From an optimization exercise on the open Yosys and OpenROAD flow, aimed at small area, a short achievable clock period and few clock cycles; shortcuts taken in it are not production practice.
The RTL was checked by simulation tests, not by an equivalence proof against the original design.
Power and IR drop assume default switching activity.

$ cat flow/config.mk
export PLATFORM = sky130hd
export DESIGN_NAME = hysteresis_peak_detector
export DESIGN_NICKNAME = hysteresis_peak_detector
export VERILOG_FILES = /design/flow/design.v
export SDC_FILE = /design/flow/constraint.sdc
export NUM_CORES = 4
export LEC_CHECK = 0
export CAP_MARGIN = 20
export CORE_MARGIN = 2
export CORE_UTILIZATION = 40
export SLEW_MARGIN = 20
$ cat flow/design.v
package hpd_pkg;
	typedef enum logic [1:0] {
		REG_LOCAL_THR    = 2'd0,
		REG_GLOBAL_THR   = 2'd1,
		REG_MIN_INTERVAL = 2'd2
	} cfg_reg_t;
	localparam int unsigned CFG_INDEX_BITS = 2;
	localparam int unsigned INTERVAL_BITS  = 24;
	typedef struct packed {
		logic valid;     
		logic advance;   
	} pipe_ctrl_t;
endpackage
module hpd_in_stage #(
	parameter int unsigned SAMPLE_BITS = 16,
	parameter int unsigned TIME_BITS   = 32
) (
	input  logic                          clk,
	input  logic                          arst_n,
	input  logic                          in_valid,
	output logic                          in_ready,
	input  logic signed [SAMPLE_BITS-1:0] sample_value,
	input  logic        [TIME_BITS-1:0]   sample_time,
	input  logic                          restart,
	input  logic                          advance,
	output hpd_pkg::pipe_ctrl_t           ctrl,
	output logic signed [SAMPLE_BITS-1:0] value_s1,
	output logic        [TIME_BITS-1:0]   time_s1,
	output logic                          restart_s1
);
	logic valid_s1;
	assign in_ready = !valid_s1 || advance;
	always_ff @(posedge clk or negedge arst_n) begin
		if (!arst_n) begin
			valid_s1 <= 1'b0;
		end else if (in_ready) begin
			valid_s1 <= in_valid;
		end
	end
	always_ff @(posedge clk) begin
		if (in_ready && in_valid) begin
			value_s1   <= sample_value;
			time_s1    <= sample_time;
			restart_s1 <= restart;
		end
	end
	assign ctrl.valid   = valid_s1;
	assign ctrl.advance = advance;
endmodule
module hpd_out_reg #(
	parameter int unsigned SAMPLE_BITS = 16,
	parameter int unsigned TIME_BITS   = 32
) (
	input  logic                          clk,
	input  logic                          arst_n,
	input  logic                          valid_s1,
	input  logic                          fire,
	input  logic signed [SAMPLE_BITS-1:0] peak_val,
	input  logic        [TIME_BITS-1:0]   peak_tim,
	output logic                          advance,
	output logic                          out_valid,
	input  logic                          out_ready,
	output logic        [TIME_BITS-1:0]   peak_time,
	output logic signed [SAMPLE_BITS-1:0] peak_value
);
	logic out_valid_q;
	assign advance   = !out_valid_q || out_ready;
	assign out_valid = out_valid_q;
	always_ff @(posedge clk or negedge arst_n) begin
		if (!arst_n) begin
			out_valid_q <= 1'b0;
		end else if (advance) begin
			out_valid_q <= valid_s1 && fire;
		end
	end
	always_ff @(posedge clk) begin
		if (advance && valid_s1 && fire) begin
			peak_time  <= peak_tim;
			peak_value <= peak_val;
		end
	end
endmodule
module hpd_tracker #(
	parameter int unsigned SAMPLE_BITS = 16,
	parameter int unsigned TIME_BITS   = 32
) (
	input  logic                                   clk,
	input  logic                                   arst_n,
	input  hpd_pkg::pipe_ctrl_t                    ctrl,
	input  logic signed [SAMPLE_BITS-1:0]          value_s1,
	input  logic        [TIME_BITS-1:0]            time_s1,
	input  logic                                   restart_s1,
	input  logic        [SAMPLE_BITS-2:0]          local_thr,
	input  logic signed [SAMPLE_BITS-1:0]          global_thr,
	input  logic        [hpd_pkg::INTERVAL_BITS-1:0] min_interval,
	output logic                                   fire,
	output logic signed [SAMPLE_BITS-1:0]          peak_val,
	output logic        [TIME_BITS-1:0]            peak_tim
);
	localparam int unsigned WB = SAMPLE_BITS + 1;
	localparam int unsigned DW =
		((TIME_BITS > hpd_pkg::INTERVAL_BITS) ? TIME_BITS : hpd_pkg::INTERVAL_BITS) + 1;
	logic signed [SAMPLE_BITS-1:0] max_q, min_q;
	logic        [TIME_BITS-1:0]   max_time_q, last_time_q;
	logic                          seek_max_q, have_last_q;
	logic signed [SAMPLE_BITS-1:0] base_max, base_min, max1, min1;
	logic        [TIME_BITS-1:0]   base_time, base_last, time1;
	logic                          base_seek, base_have;
	logic signed [WB-1:0]          cur_w, thr_lo, thr_hi;
	logic signed [DW-1:0]          gap;
	logic                          drop, rise, spaced, above;
	logic                          process;
	assign process = ctrl.valid && ctrl.advance;
	always_comb begin
		base_max  = restart_s1 ? value_s1 : max_q;
		base_min  = restart_s1 ? value_s1 : min_q;
		base_time = restart_s1 ? time_s1 : max_time_q;
		base_seek = restart_s1 || seek_max_q;
		base_have = !restart_s1 && have_last_q;
		base_last = restart_s1 ? '0 : last_time_q;
		max1  = (value_s1 > base_max) ? value_s1 : base_max;
		time1 = (value_s1 > base_max) ? time_s1 : max_time_q;
		if (!(value_s1 > base_max)) begin
			time1 = base_time;
		end
		min1  = (value_s1 < base_min) ? value_s1 : base_min;
		cur_w  = WB'(value_s1);
		thr_lo = WB'(max1) - $signed({2'b00, local_thr});
		thr_hi = WB'(min1) + $signed({2'b00, local_thr});
		drop   = cur_w < thr_lo;
		rise   = cur_w > thr_hi;
		gap    = $signed({{(DW-TIME_BITS){1'b0}}, time1})
		       - $signed({{(DW-TIME_BITS){1'b0}}, base_last});
		spaced = !base_have
		      || (gap > $signed({{(DW-hpd_pkg::INTERVAL_BITS){1'b0}}, min_interval}));
		above  = max1 > global_thr;
		fire = base_seek && drop && above && spaced;
	end
	assign peak_val = max1;
	assign peak_tim = time1;
	always_ff @(posedge clk or negedge arst_n) begin
		if (!arst_n) begin
			max_q       <= '0;
			min_q       <= '0;
			max_time_q  <= '0;
			last_time_q <= '0;
			seek_max_q  <= 1'b1;
			have_last_q <= 1'b0;
		end else if (process) begin
			max_q       <= max1;
			min_q       <= min1;
			max_time_q  <= time1;
			seek_max_q  <= base_seek;
			have_last_q <= base_have;
			last_time_q <= base_last;
			if (base_seek) begin
				if (drop) begin
					min_q      <= value_s1;
					seek_max_q <= 1'b0;
					if (fire) begin
						last_time_q <= time1;
						have_last_q <= 1'b1;
					end
				end
			end else if (rise) begin
				max_q      <= value_s1;
				max_time_q <= time_s1;
				seek_max_q <= 1'b1;
			end
		end
	end
endmodule
module hysteresis_peak_detector #(
	parameter int unsigned SAMPLE_BITS = 16,
	parameter int unsigned TIME_BITS   = 32
) (
	input  logic                          clk,
	input  logic                          arst_n,
	input  logic                          in_valid,
	output logic                          in_ready,
	input  logic signed [SAMPLE_BITS-1:0] sample_value,
	input  logic        [TIME_BITS-1:0]   sample_time,
	input  logic                          restart,
	output logic                          out_valid,
	input  logic                          out_ready,
	output logic        [TIME_BITS-1:0]   peak_time,
	output logic signed [SAMPLE_BITS-1:0] peak_value,
	input  logic                          cfg_valid,
	output logic                          cfg_ready,
	input  logic [hpd_pkg::CFG_INDEX_BITS-1:0] cfg_index,
	input  logic [((SAMPLE_BITS > hpd_pkg::INTERVAL_BITS) ?
	               SAMPLE_BITS : hpd_pkg::INTERVAL_BITS)-1:0] cfg_data
);
	logic        [SAMPLE_BITS-2:0]            local_thr_q;
	logic signed [SAMPLE_BITS-1:0]            global_thr_q;
	logic        [hpd_pkg::INTERVAL_BITS-1:0] min_interval_q;
	hpd_pkg::pipe_ctrl_t           ctrl;
	logic                          advance, fire, restart_s1;
	logic signed [SAMPLE_BITS-1:0] value_s1, peak_val;
	logic        [TIME_BITS-1:0]   time_s1, peak_tim;
	assign cfg_ready = 1'b1;
	always_ff @(posedge clk or negedge arst_n) begin
		if (!arst_n) begin
			local_thr_q    <= '0;
			global_thr_q   <= '0;
			min_interval_q <= '0;
		end else if (cfg_valid) begin
			unique case (cfg_index)
				hpd_pkg::REG_LOCAL_THR: begin
					local_thr_q <= cfg_data[SAMPLE_BITS-2:0];
				end
				hpd_pkg::REG_GLOBAL_THR: begin
					global_thr_q <= $signed(cfg_data[SAMPLE_BITS-1:0]);
				end
				hpd_pkg::REG_MIN_INTERVAL: begin
					min_interval_q <= cfg_data[hpd_pkg::INTERVAL_BITS-1:0];
				end
				default: begin
				end
			endcase
		end
	end
	hpd_in_stage #(
		.SAMPLE_BITS(SAMPLE_BITS),
		.TIME_BITS  (TIME_BITS)
	) u_in (
		.clk         (clk),
		.arst_n      (arst_n),
		.in_valid    (in_valid),
		.in_ready    (in_ready),
		.sample_value(sample_value),
		.sample_time (sample_time),
		.restart     (restart),
		.advance     (advance),
		.ctrl        (ctrl),
		.value_s1    (value_s1),
		.time_s1     (time_s1),
		.restart_s1  (restart_s1)
	);
	hpd_tracker #(
		.SAMPLE_BITS(SAMPLE_BITS),
		.TIME_BITS  (TIME_BITS)
	) u_trk (
		.clk         (clk),
		.arst_n      (arst_n),
		.ctrl        (ctrl),
		.value_s1    (value_s1),
		.time_s1     (time_s1),
		.restart_s1  (restart_s1),
		.local_thr   (local_thr_q),
		.global_thr  (global_thr_q),
		.min_interval(min_interval_q),
		.fire        (fire),
		.peak_val    (peak_val),
		.peak_tim    (peak_tim)
	);
	hpd_out_reg #(
		.SAMPLE_BITS(SAMPLE_BITS),
		.TIME_BITS  (TIME_BITS)
	) u_out (
		.clk       (clk),
		.arst_n    (arst_n),
		.valid_s1  (ctrl.valid),
		.fire      (fire),
		.peak_val  (peak_val),
		.peak_tim  (peak_tim),
		.advance   (advance),
		.out_valid (out_valid),
		.out_ready (out_ready),
		.peak_time (peak_time),
		.peak_value(peak_value)
	);
endmodule
$ cat flow/constraint.sdc
create_clock -name core_clock -period 8.5 [get_ports {clk}]
set_input_delay 1.7000 -clock core_clock [delete_from_list [all_inputs] [get_ports {clk}]]
set_output_delay 1.7000 -clock core_clock [all_outputs]
set_load 0.01 [all_outputs]
$ cat flow/run.sh
#!/bin/bash
# synth_recipe.tcl (not shown) runs the flow's synth.tcl, then flattens the netlist and writes it again
# the make line also repeats each setting of config.mk as NAME=value (left out here)
make -C /OpenROAD-flow-scripts/flow DESIGN_CONFIG=/design/flow/config.mk WORK_HOME=/design/flow/orfs CLKGATE_MAP_FILE= SYNTH_SCRIPT=/design/flow/synth_recipe.tcl finish
==> impl_results.md <==
- Clock tree from TritonCTS: built
- Area enclosed by the die boundary: 0.0416 mm2
- Sink Count: 252
- Asr flop ratio synth: 61.5%
- Top-level port count: 131
- Area fraction of the dominant cell type after synthesis: 24.1%
- Slowest stage delay, CP: 0.55 ns
- CP startpoint kind: flip-flop
- Total global routing overflow: 0
- Max Slew Vio Count: 0
- Top cells by area, synth: sky130_fd_sc_hd__dfrtp_1 (24%), sky130_fd_sc_hd__edfxtp_1 (18%), sky130_fd_sc_hd__ha_1 (13%), sky130_fd_sc_hd__mux2_2 (7.5%), sky130_fd_sc_hd__mux2i_1 (5.5%)
- Critical Path Fanout Max: 72
- Slew headroom: 36.7%
- Hold-fix buffers at CTS: 0
- Slew @ Worst Pin: 0.950 ns
- Estimated wirelength of the detail-placed design: 29000 um
- Worst vdd ir: 0.178 mV
- Antenna violations before repair: 0
- Critical path class: flip-flop to flip-flop
- Synthesized netlist cell count: 1460
- Synthesized-area fraction occupied by xor and xnor cells: 2.58%
- Routed length on met1: 19200 um
- Reported leakage power: 8.16 nW
- Portion of the post-synthesis area used by sequential elements: 42.5%
- Type of element capturing the critical path: flip-flop
- Via-per-instance ratio: 5.42
- Post-Place Setup Slack: 0.925 ns
- Count of antenna-violating nets left after detailed routing: 0
- Final TNS setup: 0 ns
- Post-placement cell count: 2089
- Antenna Cells: 0
- Data required time of the critical path: 8.77 ns
- Synth unique cells: 85
- Routed length per instance: 18.4 um
- Post-Synthesis Mean Instance Area: 10.9 um2
- Number of global-route vias before repair: 11600
- Simple logic cell fraction of the synthesized area: 10.4%
- Buffers inserted during post-CTS setup optimization: 0
- Uppermost metal layer occupied by signal nets: met4
- Share of the synthesized area in compound gates (AO/OA/AOI/OAI): 13.9%
- Number of violations of the max-capacitance limit: 0
- Total of buffers placed on input and output ports: 129
- Leading register cell type out of synthesis: sky130_fd_sc_hd__dfrtp_1
- Unrepaired setup endpoints after global routing: no
- Fmax achieved: 0.131 GHz
- Clock latency on the worst-skew pair: 0.60 ns
- Effective utilization at floorplan: 40.4%
- Share of synthesized area spent on multiplexers: 13.2%
- Root Buffer Master: sky130_fd_sc_hd__clkbuf_16
- Clock input transition at the sequential cells of the worst setup and hold paths: 0.06 ns
- Crit path DAT: 7.90 ns
- # DRC: 0
- Nets: 1845
- Number of synthesized register bits: 252
- Height of the die: 204 um
- H-tree levels: 1
- Path category of the worst min-delay check: flip-flop to flip-flop
- Status: no timing/DRC/antenna violations
- Yosys warning total: 4
- Floorplan row count: 73
- Cell taking the most area after synthesis: sky130_fd_sc_hd__dfrtp_1
- Worst Skew: 0.0208 ns
- Wire length of the first global-routing pass: 63200 um
- Main combinational cell family by area after synthesis: compound AO/OA/AOI/OAI gates
- Total Power Consumption: 6.55 mW
- DRT Wirelength: 39500 um
- Standard cell with the maximum stage delay on the critical path: sky130_fd_sc_hd__o311ai_0
- Total GRT Usage: 19.1%
- Setup slack of the critical path after layout: 0.867 ns
- DIE WIDTH: 204 um
- Power per unit of standard cell area: 346 mW/mm2
- Number of vias in the routed layout: 11600
- Synthesized-area fraction occupied by adder cells: 13.4%
- Total core area: 0.0395 mm2
- RePlAce Congestion: 0.876
- Clock buffer count from CTS: 30
- Share of final-layout standard cells stronger than drive strength 1: 13.8%
- Final hold violations: 0
- Amount of wire on met3 after detailed routing: 1870 um
- Post-synth EDFFs: 97
- Area added between synthesis and finish: 18.5%
- # resized after CTS: 0
- Cell Area, Synth: 0.0160 mm2
- Total met2 wirelength after detailed routing: 17400 um
- Number of detailed-routing iterations run before antenna repair: 5
- Final cell count without fillers: 2145
- Count of endpoints failing setup in the final report: 0
- Maximum number of pins on one net before global-route repair: 85
- Number of nets in the synthesized netlist: 1709
- DR iter-0 viols: 728
- Final worst path period share: 89.8%
- Fin crit period: 7.63 ns
- Buffer levels on the longest clock path: 3
## layout make-up
cell class,instances,area (um2)
Sequential cell,252,6790
Clock buffer,40,830
Multi-Input combinational cell,1057,8570
Tap cell,525,657
Clock inverter,16,169
Timing Repair Buffer,159,1560
Fill cell,3629,20600
Inverter,96,360
## cells in the mapped netlist (15+ instances only)
cell	instances
sky130_fd_sc_hd__nor2_1	50
sky130_fd_sc_hd__nor3_1	15
sky130_fd_sc_hd__mux2i_1	88
sky130_fd_sc_hd__nand3_1	23
sky130_fd_sc_hd__nand2_1	87
sky130_fd_sc_hd__mux2_2	106
sky130_fd_sc_hd__nand2b_1	51
sky130_fd_sc_hd__xor2_1	19
sky130_fd_sc_hd__a21o_1	34
sky130_fd_sc_hd__a32o_1	30
sky130_fd_sc_hd__inv_1	96
sky130_fd_sc_hd__a21oi_1	72
sky130_fd_sc_hd__dfrtp_1	154
sky130_fd_sc_hd__o21ai_0	86
sky130_fd_sc_hd__edfxtp_1	97
sky130_fd_sc_hd__nand4_1	23
sky130_fd_sc_hd__ha_1	166
sky130_fd_sc_hd__xnor2_1	28
sky130_fd_sc_hd__clkbuf_1	26
## cells in the final DEF (no fill, tap or decap), types with 34 or more instances in the layout
cell type                         synthesis  routed
sky130_fd_sc_hd__a21o_1                  34      34
sky130_fd_sc_hd__dfrtp_1                154     154
sky130_fd_sc_hd__mux2_2                 106     106
sky130_fd_sc_hd__a21oi_1                 72      72
sky130_fd_sc_hd__o21ai_0                 86      86
sky130_fd_sc_hd__clkdlybuf4s50_1          0     128
sky130_fd_sc_hd__edfxtp_1                97      97
sky130_fd_sc_hd__nor2_1                  50      49
sky130_fd_sc_hd__inv_1                   96      95
sky130_fd_sc_hd__nand2b_1                51      51
sky130_fd_sc_hd__mux2i_1                 88      88
sky130_fd_sc_hd__ha_1                   166     166
sky130_fd_sc_hd__nand2_1                 87      87
## worst paths after layout
check / startpoint / to / slack, ns / cells after the start
max: u_in.restart_s1$_DFFE_PP_ / u_out.peak_value[11]$_DFFE_PP_ / 0.87 / 33
min: u_trk.max_time_q[11]$_DFFE_PN0P_ / u_trk.max_time_q[11]$_DFFE_PN0P_ / 0.48 / 1
max reg2reg: u_in.restart_s1$_DFFE_PP_ / u_out.peak_value[11]$_DFFE_PP_ / 0.87 / 33
min reg2reg: u_trk.max_time_q[11]$_DFFE_PN0P_ / u_trk.max_time_q[11]$_DFFE_PN0P_ / 0.48 / 1
max in group asynchronous: arst_n / min_interval_q[11]$_DFFE_PN0P_ / 5.83 / 2
min in group asynchronous: arst_n / u_trk.max_time_q[22]$_DFFE_PN0P_ / 1.19 / 1
## per-stage QoR
| step | area (um2) | hold slack, ns | utilization (%) |
|---|---|---|---|
| 2_1_floorplan | 16000 | 0.445 | - |
| 3_3_place_gp | 17900 | 0.460 | 45.4 |
| 3_5_place_dp | 17900 | 0.470 | 45.4 |
| 4_1_cts | 18900 | 0.485 | 47.9 |
| 5_1_grt | 18900 | 0.500 | 47.9 |
| 6_report | 18900 | 0.480 | 47.9 |
## power by group
| group | switching (mW) | internal [mW] |
|---|---|---|
| combinational | 1.86 | 1.55 |
| sequential | 0.190 | 1.65 |
| clock | 0.562 | 0.729 |
## sequential cells by signal, indices dropped and copies added, names as in the netlist, 15 cells and up
register	count
global_thr_q	16
u_trk.last_time_q	32
min_interval_q	24
u_in.value_s1	16
u_in.time_s1	32
u_out.peak_value	16
local_thr_q	15
u_trk.min_q	16
u_trk.max_time_q	32
u_trk.max_q	16
u_out.peak_time	32
## layer usage
metal	vias up	global-route usage, %
met2	282	30.0
met3	55	2.18
met4	0	5.45
met5	-	0
met1	5614	27.8
li1	5670	-
## logic make-up after synthesis
family          after synthesis
fa+ha+maj                   169
xor+xnor                     47
mux                         197
simple gates                315
other cells                   1
flops                       252
compound gates              328
buf+inv                     151
## worst max-delay path, delay by kind of cell (launching register included)
| kind | cells | cell delay [ns] |
|---|---|---|
| muxes | 2 | 0.53 |
| buffers and inverters | 5 | 1.07 |
| AOI/OAI and AO/OA | 14 | 3.03 |
| adders and majority gates | 3 | 0.81 |
| and+or+nand+nor | 9 | 1.42 |
| DFF | 1 | 0.41 |
Testbench counts, summed over its fixed seeds: cycles 17,524.

[afterwards: timing with drivers on the ports]
The results above use ideal ports. As a check the final layout listed here was re-extracted and re-timed, cells and wires unchanged. Step 1: set_driving_cell puts a clkbuf_16 on clk and a buf_2 on each other input, an assumption about the parent block. Step 2, shift: input delay + t, output delay - t, t = (earliest + latest rising clock arrival at the registers) / 2. This alone moves slack from input paths to output paths. Slacks: no drivers / after step 1 / after step 2; pairs: no drivers / after step 1.
t (ns): 0.637
setup WS [ns]: 0.867 / 0.867 / 0.867
worst slew at a driven data input, ns: 0.07
After both steps this run still meets setup and hold. For this run, drivers alone change the setup slack by 0.000 ns; drivers and shift together by 0.000 ns.
